What follows belongs to an exercise in optimizing a design on an open flow for a short achievable clock period and few clock cycles per item; a production flow would make more cautious choices. Function was checked by simulation only, so behaviour that the tests miss may differ from the original. Power figures rest on the tool's default switching activity, not on a simulated workload.

## design/flow/config.mk

```make
export PLATFORM = sky130hd
export DESIGN_NAME = rv_pipe_cpu
export DESIGN_NICKNAME = rv_pipe_cpu
export VERILOG_FILES = /design/flow/design.v
export SDC_FILE = /design/flow/constraint.sdc
export NUM_CORES = 4
export LEC_CHECK = 0
export CAP_MARGIN = 20
export CORE_MARGIN = 2
export CORE_UTILIZATION = 40
export SLEW_MARGIN = 20
```

## design/flow/constraint.sdc

```tcl
create_clock -name core_clock -period 7.0 [get_ports {clk}]
set_input_delay 1.4000 -clock core_clock [delete_from_list [all_inputs] [get_ports {clk}]]
set_output_delay 1.4000 -clock core_clock [all_outputs]
set_load 0.01 [all_outputs]
```

## design/flow/design.v

```verilog
`timescale 1ns/1ps
package rv_pkg;
    typedef enum logic [6:0] {
        OPC_OP     = 7'b0110011,
        OPC_OP_IMM = 7'b0010011,
        OPC_LUI    = 7'b0110111,
        OPC_LOAD   = 7'b0000011,
        OPC_STORE  = 7'b0100011,
        OPC_BRANCH = 7'b1100011
    } opcode_e;
    typedef enum logic [2:0] {
        ALU_ADD, ALU_SUB, ALU_AND, ALU_OR, ALU_XOR, ALU_SLT
    } alu_op_e;
    typedef enum logic {
        WB_ALU,
        WB_LOAD
    } wb_sel_e;
    typedef struct packed {
        logic [4:0]            rs1;
        logic [4:0]            rs2;
        logic [4:0]            rd;
        alu_op_e               alu_op;
        logic [32-1:0]   imm;
        logic                  use_imm;
        logic                  is_lui;
        logic                  mem_read;
        logic                  mem_write;
        logic                  is_branch;
        logic                  branch_ne;   
        logic                  reg_write;
        wb_sel_e               wb_sel;
    } ctrl_word_t;
    typedef struct packed {
        logic [32-1:0] pc;
        logic [32-1:0] instr;
    } if_id_t;
    typedef struct packed {
        ctrl_word_t          ctrl;
        logic [32-1:0] pc;
        logic [32-1:0] rs1_val;
        logic [32-1:0] rs2_val;
    } id_ex_t;
    typedef struct packed {
        logic [4:0]          rd;
        logic                reg_write;
        logic                mem_read;
        logic                mem_write;
        wb_sel_e             wb_sel;
        logic [32-1:0] alu_out;
        logic [32-1:0] store_data;
    } ex_mem_t;
    typedef struct packed {
        logic [4:0]          rd;
        logic                reg_write;
        logic [32-1:0] result;
    } mem_wb_t;
endpackage
`timescale 1ns/1ps
module pipe_reg #(
    parameter int WIDTH = 1
) (
    input  logic     clk,
    input  logic     rst,
    input  logic     load,
    input  logic     flush,
    input  logic [WIDTH-1:0] d,
    input  logic     d_valid,
    output logic [WIDTH-1:0] q,
    output logic     q_valid
);
    always_ff @(posedge clk) begin
        if (rst || flush) begin
            q_valid <= 1'b0;
        end else if (load) begin
            q_valid <= d_valid;
        end
    end
    always_ff @(posedge clk) begin
        if (load) begin
            q <= d;
        end
    end
endmodule
`timescale 1ns/1ps
module fetch_stage (
    input  logic                clk,
    input  logic                rst,
    input  logic                pc_load,
    input  logic                mem_load,
    input  logic                redirect,
    input  logic [32-1:0] redirect_pc,
    output logic                read_a,
    output logic [32-1:0] address_a,
    input  logic                resp_a,
    input  logic [32-1:0] rdata_a,
    output rv_pkg::if_id_t      if_out,
    output logic                if_valid
);
    logic [32-1:0] pc;
    logic [32-1:0] pend_pc;   
    logic                pend;
    logic                fetch_en;
    logic                take_redir;
    assign take_redir = redirect & mem_load;   
    always_ff @(posedge clk) begin
        if (rst) begin
            pc       <= 32'h0000_0000;
            pend     <= 1'b0;
            fetch_en <= 1'b0;
        end else begin
            fetch_en <= 1'b1;
            if (resp_a) begin
                pend <= 1'b0;
                if (take_redir) begin
                    pc <= redirect_pc;
                end else if (pend) begin
                    pc <= pend_pc;   
                end else if (pc_load) begin
                    pc <= pc + 32'd4;
                end
            end else if (take_redir) begin
                pend <= 1'b1;
            end
        end
    end
    always_ff @(posedge clk) begin
        if (take_redir) begin
            pend_pc <= redirect_pc;
        end
    end
    assign read_a      = fetch_en;
    assign address_a   = pc;
    assign if_out.pc   = pc;
    assign if_out.instr = rdata_a;
    assign if_valid    = resp_a & ~pend & ~take_redir;
endmodule
`timescale 1ns/1ps
module decode_stage (
    input  logic            clk,
    input  logic            rst,
    input  rv_pkg::if_id_t  id_in,
    input  logic            id_valid,
    input  rv_pkg::mem_wb_t wb_in,
    input  logic            wb_valid,
    output rv_pkg::id_ex_t  id_out
);
    logic [32-1:0] regs [0:32-1];
    logic [32-1:0] ins;
    logic                wb_we;
    rv_pkg::ctrl_word_t          c;
    assign ins   = id_in.instr;
    assign wb_we = wb_valid & wb_in.reg_write & (wb_in.rd != 5'd0) & ~rst;
    always_ff @(posedge clk) begin
        if (wb_we) begin
            regs[wb_in.rd] <= wb_in.result;
        end
    end
    always_comb begin
        c           = '0;
        c.rs1       = ins[19:15];
        c.rs2       = ins[24:20];
        c.rd        = ins[11:7];
        c.alu_op    = rv_pkg::ALU_ADD;
        c.wb_sel    = rv_pkg::WB_ALU;
        case (ins[6:0])
            rv_pkg::OPC_OP, rv_pkg::OPC_OP_IMM: begin
                c.use_imm   = (ins[6:0] == rv_pkg::OPC_OP_IMM);
                c.imm       = {{20{ins[31]}}, ins[31:20]};
                c.reg_write = 1'b1;
                if (c.use_imm) c.rs2 = 5'd0;
                case (ins[14:12])
                    3'b000: c.alu_op = (!c.use_imm && ins[30]) ? rv_pkg::ALU_SUB : rv_pkg::ALU_ADD;
                    3'b010: c.alu_op = rv_pkg::ALU_SLT;
                    3'b100: c.alu_op = rv_pkg::ALU_XOR;
                    3'b110: c.alu_op = rv_pkg::ALU_OR;
                    3'b111: c.alu_op = rv_pkg::ALU_AND;
                    default: c.reg_write = 1'b0;   
                endcase
            end
            rv_pkg::OPC_LUI: begin
                c.is_lui    = 1'b1;
                c.imm       = {ins[31:12], 12'b0};
                c.rs1       = 5'd0;
                c.rs2       = 5'd0;
                c.reg_write = 1'b1;
            end
            rv_pkg::OPC_LOAD: begin
                c.use_imm   = 1'b1;
                c.imm       = {{20{ins[31]}}, ins[31:20]};
                c.rs2       = 5'd0;
                c.mem_read  = 1'b1;
                c.reg_write = 1'b1;
                c.wb_sel    = rv_pkg::WB_LOAD;
            end
            rv_pkg::OPC_STORE: begin
                c.use_imm   = 1'b1;
                c.imm       = {{20{ins[31]}}, ins[31:25], ins[11:7]};
                c.rd        = 5'd0;
                c.mem_write = 1'b1;
            end
            rv_pkg::OPC_BRANCH: begin
                c.imm       = {{19{ins[31]}}, ins[31], ins[7], ins[30:25], ins[11:8], 1'b0};
                c.rd        = 5'd0;
                c.is_branch = 1'b1;
                c.branch_ne = ins[12];
            end
            default: c.rd = 5'd0;   
        endcase
        if (!id_valid) begin
            c.reg_write = 1'b0;
            c.mem_read  = 1'b0;
            c.mem_write = 1'b0;
            c.is_branch = 1'b0;
        end
    end
    logic [32-1:0] rs1_val, rs2_val;
    always_comb begin
        if (c.rs1 == 5'd0) rs1_val = '0;
        else if (wb_we && wb_in.rd == c.rs1) rs1_val = wb_in.result;
        else rs1_val = regs[c.rs1];
        if (c.rs2 == 5'd0) rs2_val = '0;
        else if (wb_we && wb_in.rd == c.rs2) rs2_val = wb_in.result;
        else rs2_val = regs[c.rs2];
    end
    always_comb begin
        id_out.ctrl    = c;
        id_out.pc      = id_in.pc;
        id_out.rs1_val = rs1_val;
        id_out.rs2_val = rs2_val;
    end
endmodule
`timescale 1ns/1ps
module execute_stage (
    input  rv_pkg::id_ex_t      ex_in,
    input  logic                ex_valid,
    input  rv_pkg::ex_mem_t     mem_fwd,
    input  logic                mem_fwd_valid,
    input  rv_pkg::mem_wb_t     wb_fwd,
    input  logic                wb_fwd_valid,
    output rv_pkg::ex_mem_t     ex_out,
    output logic                redirect,
    output logic [32-1:0] redirect_pc,
    output logic                load_use
);
    rv_pkg::ctrl_word_t          c;
    logic                mem_hit1, mem_hit2, wb_hit1, wb_hit2;
    logic [32-1:0] rs1_fwd, rs2_fwd, op_b, alu_out;
    logic                taken;
    assign c = ex_in.ctrl;
    assign mem_hit1 = mem_fwd_valid & mem_fwd.reg_write & (c.rs1 != 5'd0)
                      & (mem_fwd.rd == c.rs1);
    assign mem_hit2 = mem_fwd_valid & mem_fwd.reg_write & (c.rs2 != 5'd0)
                      & (mem_fwd.rd == c.rs2);
    assign wb_hit1  = wb_fwd_valid & wb_fwd.reg_write & (c.rs1 != 5'd0)
                      & (wb_fwd.rd == c.rs1);
    assign wb_hit2  = wb_fwd_valid & wb_fwd.reg_write & (c.rs2 != 5'd0)
                      & (wb_fwd.rd == c.rs2);
    assign load_use = ex_valid & mem_fwd.mem_read & (mem_hit1 | mem_hit2);
    assign rs1_fwd = mem_hit1 ? mem_fwd.alu_out : wb_hit1 ? wb_fwd.result : ex_in.rs1_val;
    assign rs2_fwd = mem_hit2 ? mem_fwd.alu_out : wb_hit2 ? wb_fwd.result : ex_in.rs2_val;
    assign op_b    = c.use_imm ? c.imm : rs2_fwd;
    always_comb begin
        case (c.alu_op)
            rv_pkg::ALU_SUB: alu_out = rs1_fwd - op_b;
            rv_pkg::ALU_AND: alu_out = rs1_fwd & op_b;
            rv_pkg::ALU_OR:  alu_out = rs1_fwd | op_b;
            rv_pkg::ALU_XOR: alu_out = rs1_fwd ^ op_b;
            rv_pkg::ALU_SLT: alu_out = {31'b0, $signed(rs1_fwd) < $signed(op_b)};
            default: alu_out = rs1_fwd + op_b;
        endcase
        if (c.is_lui) alu_out = c.imm;
    end
    assign taken = c.is_branch & ((rs1_fwd == rs2_fwd) ^ c.branch_ne);
    assign redirect    = ex_valid & (load_use | taken);
    assign redirect_pc = load_use ? ex_in.pc : ex_in.pc + c.imm;
    assign ex_out.rd         = c.rd;
    assign ex_out.reg_write  = c.reg_write & ex_valid & ~load_use;
    assign ex_out.mem_read   = c.mem_read & ex_valid & ~load_use;
    assign ex_out.mem_write  = c.mem_write & ex_valid & ~load_use;
    assign ex_out.wb_sel     = c.wb_sel;
    assign ex_out.alu_out    = alu_out;
    assign ex_out.store_data = rs2_fwd;
endmodule
`timescale 1ns/1ps
module memory_stage (
    input  logic            clk,
    input  logic            rst,
    input  rv_pkg::ex_mem_t mem_in,
    input  logic            mem_valid,
    output logic            read_b,
    output logic            write_b,
    output logic [31:0]     address_b,
    output logic [31:0]     wdata_b,
    input  logic            resp_b,
    input  logic [31:0]     rdata_b,
    output rv_pkg::mem_wb_t mem_out,
    output logic            mem_busy
);
    logic        req;
    assign req       = mem_valid & (mem_in.mem_read | mem_in.mem_write);
    assign read_b    = req & mem_in.mem_read;
    assign write_b   = req & mem_in.mem_write;
    assign address_b = mem_in.alu_out;
    assign wdata_b   = mem_in.store_data;
    assign mem_busy  = req & ~resp_b;
    assign mem_out.rd        = mem_in.rd;
    assign mem_out.reg_write = mem_in.reg_write & mem_valid;
    assign mem_out.result    = (mem_in.wb_sel == rv_pkg::WB_LOAD) ? rdata_b : mem_in.alu_out;
endmodule
`timescale 1ns/1ps
module hazard_control (
    output logic      pc_load,
    output logic      id_load,
    output logic      ex_load,
    output logic      mem_load,
    output logic      wb_load,
    output logic      id_flush,
    output logic      ex_flush,
    input  logic      read_a,
    input  logic      resp_a,
    input  logic      mem_busy,
    input  logic      load_use,
    input  logic      redirect
);
    always_comb begin
        pc_load  = 1'b1;
        id_load  = 1'b1;
        ex_load  = 1'b1;
        mem_load = 1'b1;
        wb_load  = 1'b1;
        id_flush = 1'b0;
        ex_flush = 1'b0;
        if (mem_busy) begin
            pc_load  = 1'b0;
            id_load  = 1'b0;
            ex_load  = 1'b0;
            mem_load = 1'b0;
            wb_load  = 1'b0;
        end else if (redirect || load_use) begin
            id_flush = 1'b1;   
            ex_flush = 1'b1;
        end else if (read_a && !resp_a) begin
            pc_load  = 1'b0;
            id_load  = 1'b0;
            ex_flush = 1'b1;
        end
    end
endmodule
`timescale 1ns/1ps
module rv_pipe_cpu (
    input  logic        clk,
    input  logic        rst,
    output logic        read_a,
    output logic [31:0] address_a,
    input  logic        resp_a,
    input  logic [31:0] rdata_a,
    output logic        read_b,
    output logic        write_b,
    output logic [31:0] address_b,
    output logic [31:0] wdata_b,
    input  logic        resp_b,
    input  logic [31:0] rdata_b
);
    rv_pkg::if_id_t      if_d, if_q;
    rv_pkg::id_ex_t      id_d, id_q;
    rv_pkg::ex_mem_t     ex_d, ex_q;
    rv_pkg::mem_wb_t     mem_d, wb_q;
    logic        if_valid, id_valid, ex_valid, mem_valid, wb_valid;
    logic        redirect, load_use, mem_busy;
    logic [31:0] redirect_pc;
    logic        pc_load, id_load, ex_load, mem_load, wb_load, id_flush, ex_flush;
    hazard_control i_hazard (.pc_load, .id_load, .ex_load, .mem_load, .wb_load,
                             .id_flush, .ex_flush, .read_a, .resp_a, .mem_busy,
                             .load_use, .redirect);
    fetch_stage i_fetch (.clk, .rst, .pc_load, .mem_load, .redirect, .redirect_pc,
                         .read_a, .address_a, .resp_a, .rdata_a,
                         .if_out(if_d), .if_valid);
    pipe_reg #(.WIDTH(64)) i_if_id (.clk, .rst, .load(id_load),
        .flush(id_flush), .d(if_d), .d_valid(if_valid), .q(if_q), .q_valid(id_valid));
    decode_stage i_decode (.clk, .rst, .id_in(if_q), .id_valid, .wb_in(wb_q), .wb_valid,
                           .id_out(id_d));
    pipe_reg #(.WIDTH(154)) i_id_ex (.clk, .rst, .load(ex_load),
        .flush(ex_flush), .d(id_d), .d_valid(id_valid), .q(id_q), .q_valid(ex_valid));
    execute_stage i_execute (.ex_in(id_q), .ex_valid, .mem_fwd(ex_q),
                             .mem_fwd_valid(mem_valid), .wb_fwd(wb_q), .wb_fwd_valid(wb_valid),
                             .ex_out(ex_d), .redirect, .redirect_pc, .load_use);
    pipe_reg #(.WIDTH(73)) i_ex_mem (.clk, .rst, .load(mem_load),
        .flush(1'b0), .d(ex_d), .d_valid(ex_valid), .q(ex_q), .q_valid(mem_valid));
    memory_stage i_memory (.clk, .rst, .mem_in(ex_q), .mem_valid,
                           .read_b, .write_b, .address_b, .wdata_b, .resp_b, .rdata_b,
                           .mem_out(mem_d), .mem_busy);
    pipe_reg #(.WIDTH(38)) i_mem_wb (.clk, .rst, .load(wb_load),
        .flush(1'b0), .d(mem_d), .d_valid(mem_valid), .q(wb_q), .q_valid(wb_valid));
endmodule
```

## design/flow/run.sh

```bash
#!/bin/bash
# synth_recipe.tcl (not shown) runs the flow's synth.tcl, then flattens the netlist and writes it again
# the make line also repeats each setting of config.mk as NAME=value (left out here)
make -C /OpenROAD-flow-scripts/flow DESIGN_CONFIG=/design/flow/config.mk WORK_HOME=/design/flow/orfs CLKGATE_MAP_FILE= SYNTH_SCRIPT=/design/flow/synth_recipe.tcl finish
```

==> impl.org <==
** Timing
- Final hold analysis gives a worst-case slack of between 0.4 and 0.5 ns.
- Endpoints failing hold :: 0
- The clock arrives with between 0.05 and 0.06 ns of skew.
- Setup violations remaining at the end of the flow were counted as 0.
- For the pin with the worst max-slew slack, the measured transition is roughly 1.2 ns.
- Headroom to the max-slew limit came out at between 20% and 30%.
- Dividing the final minimum period by the clock period gives between 80% and 90%.
- Setup repair after global routing missed its margin :: no
- Final-report max-slew violation count :: 0
- For the finished layout, the period the worst path requires is between 6 and 7 ns.
- Achievable clock frequency :: ~160 MHz
- In the final timing run, aggregate negative setup slack is 0 ns.

** Floorplanning
- Measured along the y axis, the die boundary spans between 400 and 500 um.
- The floorplan step set the die width to between 400 and 500 um.
- The floorplan step defined a core boundary enclosing around 190000 sq um.
- Number of I/O pins :: about 170
- Row cnt :: around 160
- The die covers about 190000 sq um.
- Initial core utilization :: between 40 and 50%

** Yosys
- Averaged over all synthesized cells, the footprint is about 11 sq um.
- FFs w/ async S/R, synth :: 0%
- Post-synthesis sequential area ratio :: 56.8%
- After synthesis the cells add up to around 75000 sq um.
- Flip-flop and latch count after synthesis :: around 1400
- Number of enable flip-flop cells after synthesis :: ~1400
- Warnings from Yosys :: 8
- After technology mapping, the gate count stands at approximately 6600.
- Commonest register cell after synthesis :: sky130_fd_sc_hd__edfxtp_1
- The synthesized netlist contains 88 unique library cells.

** Clock tree
- Maximum count of clock buffers along a single path :: 3
- Insertion delay of the later-clocked pin in the worst-skew pair :: roughly 0.83 ns
- Number of H-tree levels :: 4
- In this run, post-CTS hold repair placed 0 buffers.
- Num CTS Buffers :: roughly 160
- Post-CTS timing repair inserted 0 buffers for setup.
- Clock-pin slew was measured on the worst setup and hold paths at about 0.060 ns.
- CTS root buffer :: sky130_fd_sc_hd__clkbuf_16
- # resized after CTS :: 0
- The clock drives between 1000 and 1500 sinks.
- TritonCTS clock tree :: done

** Global routing
- Summed over all layers, the global routing overflow is 0.
- Entering global routing, the biggest net connects 123 pins.
- Global-route wire length before repair :: 408000 um
- The number of antenna violations at the first check in global routing came to 6.
- Number of global-route vias before repair :: approximately 57000
- Total routing usage reported by global routing :: between 20% and 30%

** Routing
- Iter 0 DRT Violations :: roughly 8600
- After detailed routing, the total wire length is 288000 um.
- In this run the remaining antenna-violating nets after routing total 0.
- Number of search-and-repair iterations in the first detailed-routing pass :: 9
- Routed vias :: ~59000
- Vias per inst :: 6.46
- # DRC :: 0
- Dividing the detail-routed wire length by the instance count gives approximately 31 um.

** Place
- Global placer's final weighted congestion :: a little over 0.9
- Sum of net half-perimeters after detailed placement :: approximately 170000 um
- Buffers placed on the I/O ports in this run total about 170.

** Worst setup path
- Capturing point of the worst reg2reg path :: i_ex_mem.q[60]$_DFFE_PN_
- The number of cells on the worst reg-to-reg path is 23.
- For this design, the slowest cell found on the critical path is sky130_fd_sc_hd__edfxtp_1.
- Delay of the slowest cell on the worst path :: 0.59 ns
- The number of buffers and inverters on the critical path is 4.
- Crit path kind :: flip-flop to flip-flop
- Required time of the critical path :: 7.54 ns
- In this run the worst setup path terminates at i_ex_mem.q[60]$_DFFE_PN_.
- For the worst setup path, the data arrival time is ~6.7 ns.
- Crit path max-delay family :: compound AO/OA/AOI/OAI gates
- Internal reg-to-reg setup slack :: roughly 0.8 ns
- In this run the number of cells on the critical path is 23.
- Traced cell by cell, the critical path runs through xnor2_1 -> nand4_1 -> nor4_4 -> buf_12 -> mux2i_1 -> a21oi_1 -> mux2i_1 -> inv_1 -> ha_1 -> inv_1 -> fa_1 -> nor2b_1 -> o21a_1 -> o21ai_0 -> a21oi_1 -> a41oi_1 -> o211a_1 -> o311ai_0 -> buf_4 -> a221o_1 -> o221ai_1 -> a221o_1 -> o22a_1.
- Launch point of the worst reg-to-reg path :: i_mem_wb.q[35]$_DFFE_PN_
- Maximum fanout along the worst path :: 32
- Worst Setup Start Kind :: flip-flop
- Tracing the worst setup path back leads to its startpoint at i_mem_wb.q[35]$_DFFE_PN_.
- STA classifies the critical path endpoint as a flip-flop.

** Run status
- Status :: timing/DRC/antenna clean

** Worst hold path
- Hold path startpoint :: i_if_id.q[50]$_DFFE_PP_
- Classification of the worst-slack hold path :: flip-flop to flip-flop
- Count of cells along the worst hold path :: 0

** Pwr
- Cell Pwr Density :: roughly 300 nW/um^2
- Cell leakage power :: just under 30 nW
- The worst-case IR drop observed on VDD is ~0.29 mV.

** Job
- The tool flagged a number of max-cap violations equal to 0.

** Layout
- FF/Latch Area :: ~42000 sq um
- Multi-input gate area in the final layout :: about 30000 sq um
- In the final layout, the share of cells above drive strength 1 is about an eighth.
- Area growth syn-to-layout :: 13.3%
- Counting the fill cells in the layout gives approximately 17000.
- At the end of the flow, the number of nets in the layout was 6770.
-- synth_stat cells (all sizes together), types with 41 or more instances --
master	instances	area (sq um)
xnor2	96	841
buf	137	846
a21oi	506	2540
edfxtp	1385	41600
nand3	63	315
nand2	901	3380
a221oi	153	1340
nor2	344	1310
a21o	47	353
a31oi	218	1360
inv	133	499
a211oi	241	1810
ha	128	1600
o221ai	173	1520
clkbuf	434	1630
mux2	250	2820
mux2i	325	3280
nor3	59	295
o21a	41	308
nor2b	115	719
o21ai	314	1570
-- kinds of logic after synthesis --
family          synth area share [%]
flops                           56.8
simple gates                    9.46
fa+ha+maj                       2.23
xor+xnor                        1.51
other cells                  0.00503
buf+inv                         4.00
compound gates                  17.9
mux                             8.17
-- layout by cell type (no fill, tap or decap), drive strengths merged, types with 32 or more instances in the layout --
master / n
a221oi: 153
edfxtp: 1385
mux2: 250
o311a: 33
nor2: 344
conb: 32
nand3: 63
xnor2: 96
nor3: 59
a21o: 47
a21oi: 506
inv: 139
a211oi: 241
a221o: 36
a311oi: 33
a32oi: 36
buf: 206
o21ai: 314
ha: 128
a31oi: 218
nor4: 38
o21a: 41
xor2: 33
mux2i: 325
clkbuf: 184
o221ai: 173
nor2b: 115
clkdlybuf4s50: 166
nand2: 901
dfxtp: 38
clkinv: 76
-- how the worst min path moves through the flow --
stage,to
2_1_floorplan,i_ex_mem.q[64]$_DFFE_PN_
3_3_place_gp,i_id_ex.q[95]$_DFFE_PN_
4_1_cts,i_id_ex.q[82]$_DFFE_PN_
5_1_grt,i_id_ex.q[75]$_DFFE_PN_
6_report,i_id_ex.q[82]$_DFFE_PN_
3_5_place_dp,i_ex_mem.q[64]$_DFFE_PN_
-- area by class of cell --
class	instances	area share, %
Tap cell	2480	3.67
Clock inverter	100	1.20
Clock buffer	184	4.78
Timing Repair Buffer	372	4.32
Multi-Input combinational cell	4482	35.3
Antenna cell	5	0.0148
Sequential cell	1423	50.1
Inverter	136	0.637
-- report_power, final --
group          internal (mW)  switching (mW)  total, mW
clock network           4.64            3.62       8.27
registers               10.7           0.585       11.3
logic                   1.73            3.65       5.38
-- registers in the layout, summed over array words and instances (netlist names) --
register and flops:
i_mem_wb.q_valid 1, i_ex_mem.q 73, i_if_id.q 64, i_decode.regs 1024, i_mem_wb.q 38, i_fetch.pc 32, i_ex_mem.q_valid 1, i_if_id.q_valid 1
i_fetch.pend 1, i_fetch.fetch_en 1, i_id_ex.q_valid 1, i_fetch.pend_pc 32, i_id_ex.q 154
-- metal layers --
layer | up-vias | share of wire [%] | track usage, %
li1 | 25200 | - | -
met3 | 802 | 9.8 | 5.61
met5 | - | 0.0097 | 0
met4 | 4 | 5.9 | 15.7
met2 | 3694 | 44 | 44.4
met1 | 29600 | 40 | 39.8
-- stage by stage --
stage                     instance area [sq um]  power (mW)  utilization (%)  std cells  worst slack (ns)
after global routing                      84500        25.6             45.6       9179             0.330
after global placement                    79400        16.6             42.8       8889             0.804
after detailed placement                  79400        16.7             42.8       8889             0.951
after floorplan                           74700        14.3                -       6612             0.254
final                                     84500        25.0             45.6       9182             0.803
after CTS                                 84400        24.8             45.5       9173             0.851
Testbench counts, summed over its fixed seeds: cycles 21,313, instrs 17,032.

afterwards: timing with drivers on the ports:
The results above use ideal ports. As a check the final layout listed here was re-extracted and re-timed, cells and wires unchanged.
Step 1 assumes that a clkbuf_16 drives the clock port and a buf_2 every other input.
Step 2 moves the port delays by t, midway between the first and last clock arrival at a register: inputs arrive t later, outputs are due t later. That takes back most of the time a late clock gives input paths.
Slacks: ideal ports / drivers / drivers and shift; pairs: ideal ports / drivers.
t, ns: 0.901
slack for setup (ns): 0.803 / 0.803 / 0.803
worst data-port slew with drivers (ns): 0.20
After both steps this run still meets setup and hold. For this run, drivers alone change the setup slack by 0.000 ns; drivers and shift together by 0.000 ns.
